This is an optimization exercise on Yosys and OpenROAD, whose aim is small area, a short achievable clock period and few clock cycles, not a production implementation.
Only simulation tests tie the RTL to the original design; equivalence was not proved.

==> run a <==
Design trig_unit, start of the top module:
module trig_unit (
	input logic clk,
	input logic reset,
	input logic s_awvalid,
	input logic [3:0] s_awaddr,
	input logic s_wvalid,
	input logic [31:0] s_wdata,
	input logic s_bready,
	input logic s_arvalid,
	input logic [3:0] s_araddr,
	input logic s_rready,
	output logic s_awready,
	output logic s_wready,
	output logic s_bvalid,
	output logic [1:0] s_bresp,
	output logic s_arready,
	output logic s_rvalid,
	output logic [31:0] s_rdata,
	output logic [1:0] s_rresp
);
==> module sine_pipe, before the edit <==
module sine_pipe (
	input logic clk,
	input logic reset,
	input logic in_valid,
	input logic [20:0] angle,
	input logic cos_sel,
	output logic out_valid,
	output logic out_neg,
	output logic [16:0] out_mag
);
	logic [20:0] a0;
	logic c0;
	logic [2:0] up0;
	logic [2:0] dn0;
	logic n1;
	logic [17:0] u1;
	logic n2;
	logic [19:0] xx2;
	logic [17:0] lin2;
	logic n3;
	logic signed [17:0] e3;
	logic n4;
	logic [16:0] t4;
	logic [14:0] v4;
	logic [4:0] valid;
	logic [2:0] upw;
	logic [2:0] dnw;
	logic nw;
	logic [17:0] uw;
	logic [19:0] xxw;
	logic [17:0] linw;
	logic signed [17:0] ew;
	logic [16:0] tw;
	logic [14:0] vw;
	logic [16:0] mw;
	angle_range u_range (
		.angle(angle),
		.cos_sel(cos_sel),
		.up(upw),
		.dn(dnw)
	);
	angle_wrap u_wrap (
		.angle(a0),
		.cos_sel(c0),
		.up(up0),
		.dn(dn0),
		.neg(nw),
		.mag(uw)
	);
	sq_angle u_sq (
		.u(u1),
		.xx(xxw)
	);
	scale_lin u_lin (
		.u(u1),
		.neg(n1),
		.lin(linw)
	);
	scale_sq u_est (
		.lin(lin2),
		.xx(xx2),
		.est(ew)
	);
	assign tw = e3[17] ? {15'd0, 2'(~e3[1:0]) + 2'd1} : e3[16:0];
	sq_est u_sq_est (
		.t(tw[15:0]),
		.v(vw)
	);
	scale_refine u_refine (
		.t(t4[15:0]),
		.v(v4),
		.neg(n4),
		.mag(mw)
	);
	always_ff @(posedge clk) begin
		a0 <= angle;
		c0 <= cos_sel;
		up0 <= upw;
		dn0 <= dnw;
		n1 <= nw;
		u1 <= uw;
		n2 <= n1;
		xx2 <= xxw;
		lin2 <= linw;
		n3 <= n2;
		e3 <= ew;
		n4 <= n3 ^ e3[17];
		t4 <= tw;
		v4 <= vw;
	end
	always_ff @(posedge clk) begin
		if (reset)
			valid <= '0;
		else
			valid <= {valid[3:0], in_valid};
	end
	assign out_valid = valid[4];
	assign out_neg = n4;
	assign out_mag = {t4[16], 16'd0} | mw;
endmodule
==> flow/config.mk <==
export PLATFORM = sky130hd
export DESIGN_NAME = trig_unit
export DESIGN_NICKNAME = trig_unit
export VERILOG_FILES = /design/flow/design.v
export SDC_FILE = /design/flow/constraint.sdc
export NUM_CORES = 4
export LEC_CHECK = 0
export CAP_MARGIN = 20
export CORE_MARGIN = 2
export CORE_UTILIZATION = 40
export SETUP_SLACK_MARGIN = 5
export SLEW_MARGIN = 20
==> flow/constraint.sdc <==
create_clock -name core_clock -period 10.0 [get_ports {clk}]
set_input_delay 2.0000 -clock core_clock [delete_from_list [all_inputs] [get_ports {clk}]]
set_output_delay 2.0000 -clock core_clock [all_outputs]
set_load 0.01 [all_outputs]
standard.sh (not shown) runs the stock make flow with config.mk's settings and CLKGATE_MAP_FILE= SYNTH_SCRIPT=/design/flow/synth_recipe.tcl, a recipe that flattens the netlist after the stock synthesis.
==> flow/flow/run.sh <==
#!/bin/bash
# The standard layout, with timing repair aiming further below the clock period
set -euo pipefail
bash standard.sh SETUP_SLACK_MARGIN=6.5 finish > standard_flow.log 2>&1
==> run b: changes against run a <==
--- a/flow/design.v
+++ b/flow/design.v
@@ -2297,3 +2297,3 @@
 	logic n3;
-	logic signed [17:0] e3;
+	logic [16:0] t3;
 	logic n4;
@@ -2340,5 +2340,8 @@
 	);
-	assign tw = e3[17] ? {15'd0, 2'(~e3[1:0]) + 2'd1} : e3[16:0];
+	assign tw[16] = ew[16] && !ew[17];
+	assign tw[15:2] = ew[16] ? 14'd0 : ew[15:2];
+	assign tw[1] = ew[17] ? ew[1] ^ ew[0] : ew[1];
+	assign tw[0] = ew[0];
 	sq_est u_sq_est (
-		.t(tw[15:0]),
+		.t(t3[15:0]),
 		.v(vw)
@@ -2361,6 +2364,6 @@
 		lin2 <= linw;
-		n3 <= n2;
-		e3 <= ew;
-		n4 <= n3 ^ e3[17];
-		t4 <= tw;
+		n3 <= n2 ^ ew[17];
+		t3 <= tw;
+		n4 <= n3;
+		t4 <= t3;
 		v4 <= vw;
==> flow/run.sh (new file) <==
#!/bin/bash
# synth_recipe.tcl (not shown) runs the flow's synth.tcl, then flattens the netlist and writes it again
# the make line also repeats each setting of config.mk as NAME=value (left out here)
make -C /OpenROAD-flow-scripts/flow DESIGN_CONFIG=/design/flow/config.mk WORK_HOME=/design/flow/orfs CLKGATE_MAP_FILE= SYNTH_SCRIPT=/design/flow/synth_recipe.tcl finish
--- a/flow/config.mk
+++ b/flow/config.mk
@@ -9,3 +9,4 @@
 export CORE_MARGIN = 2
-export CORE_UTILIZATION = 40
+export CORE_UTILIZATION = 65
+export PLACE_DENSITY = 0.75
 export SETUP_SLACK_MARGIN = 5
removed: flow/flow/run.sh
removed: flow/standard.sh
==> run c: changes against run a <==
==> flow/run.sh (new file) <==
#!/bin/bash
# synth_recipe.tcl (not shown) runs the flow's synth.tcl, then flattens the netlist and writes it again
# the make line also repeats each setting of config.mk as NAME=value (left out here)
make -C /OpenROAD-flow-scripts/flow DESIGN_CONFIG=/design/flow/config.mk WORK_HOME=/design/flow/orfs CLKGATE_MAP_FILE= SYNTH_SCRIPT=/design/flow/synth_recipe.tcl finish
removed: flow/flow/run.sh
removed: flow/standard.sh
==> impl_metrics.yaml <==
worst_hold_path:
  worstHoldStart: "u_top.u_sine.n2"
place:
  dpl.hpwl_um: 51200
cells_and_area:
  multi_input_cells: 2046
  multi_input_area_share_pct: 61.5
  seq_share_pct: 18.3
clocking:
  cts_num_sinks: 253
critical_path:
  slowest_delay_ns: 0.54
  cp.arrival_ns: 5.52
drt:
  wl_met3_um: 2680
outcome:
  outcome: "complete, no violations"
sta:
  period_share_pct: 50.4
(the above is from run c)
==> impl_metrics.yaml <==
outcome:
  outcome: "complete, no violations"
drt:
  wl_met3_um: 3440
cells_and_area:
  multi_input_area_share_pct: 62.6
  multi_input_cells: 2002
worst_hold_path:
  worstHoldStart: "u_top.u_sine.t3[16]"
critical_path:
  cp_max_fo: 6
  r2r_start: "u_top.u_sine.u1[10]"
  cp.arrival_ns: 5.39
  slowest_delay_ns: 0.54
sta:
  period_share_pct: 49.4
  fin_skew_ns: 0.0122
place:
  dpl.hpwl_um: 48700
synth:
  syn_area_per_cell_um2: 9.45
clocking:
  cts_max_path_buffers: 3
(the above is from run b)
==> impl_metrics.yaml <==
worst_hold_path:
  worstHoldStart: "u_top.u_sine.n2"
sta:
  period_share_pct: 50.7
critical_path:
  crit_top_cell: "fa_1"
  cp.arrival_ns: 5.58
  slowest_delay_ns: 0.52
drt:
  wl_met3_um: 2830
cells_and_area:
  seq_share_pct: 17.2
  multi_input_cells: 2046
  multi_input_area_share_pct: 61.5
clocking:
  post_cts_buffers: 160
  cts_num_sinks: 253
place:
  place_area_um2: 31000
  dpl.hpwl_um: 52000
outcome:
  outcome: "complete, no violations"
(the above is from run a)
Testbench counts of run a, summed over its fixed seeds: cycles 11,258.
Testbench counts of run b, summed over its fixed seeds: cycles 11,258.
Testbench counts of run c, summed over its fixed seeds: cycles 11,258.

separate check: timing with driven ports:
The flow's constraints put no driver on any port. The routed layouts listed below were extracted and timed again, unchanged, in two steps. Step 1: set_driving_cell puts a clkbuf_16 on clk and a buf_2 on each other input, an assumption about the parent block. Step 2 also shifts input and output timing later by t, the mid clock arrival at the registers, as if the neighbouring blocks saw the same clock. Slacks: ideal / step 1 / step 2; pairs: ideal / step 1.
run | t, ns | slack for setup (ns) | hold slack, ns | slew at the worst register clock pin (ns) | pins driven straight from the clock port
run a | 0.657 | 4.934 / 4.934 / 4.934 | 0.327 / 0.327 / 0.327 | 0.06 / 0.06 | 1
run b | 0.620 | 5.062 / 5.062 / 4.867 | 0.327 / 0.327 / 0.327 | 0.07 / 0.07 | 1
run c | 0.641 | 4.964 / 4.964 / 4.964 | 0.338 / 0.338 / 0.338 | 0.06 / 0.06 | 1
After both steps setup and hold are still met in every run listed. The setup slack of run b, which loses most, moves by 0.000 ns with the drivers and by -0.195 ns with both steps.
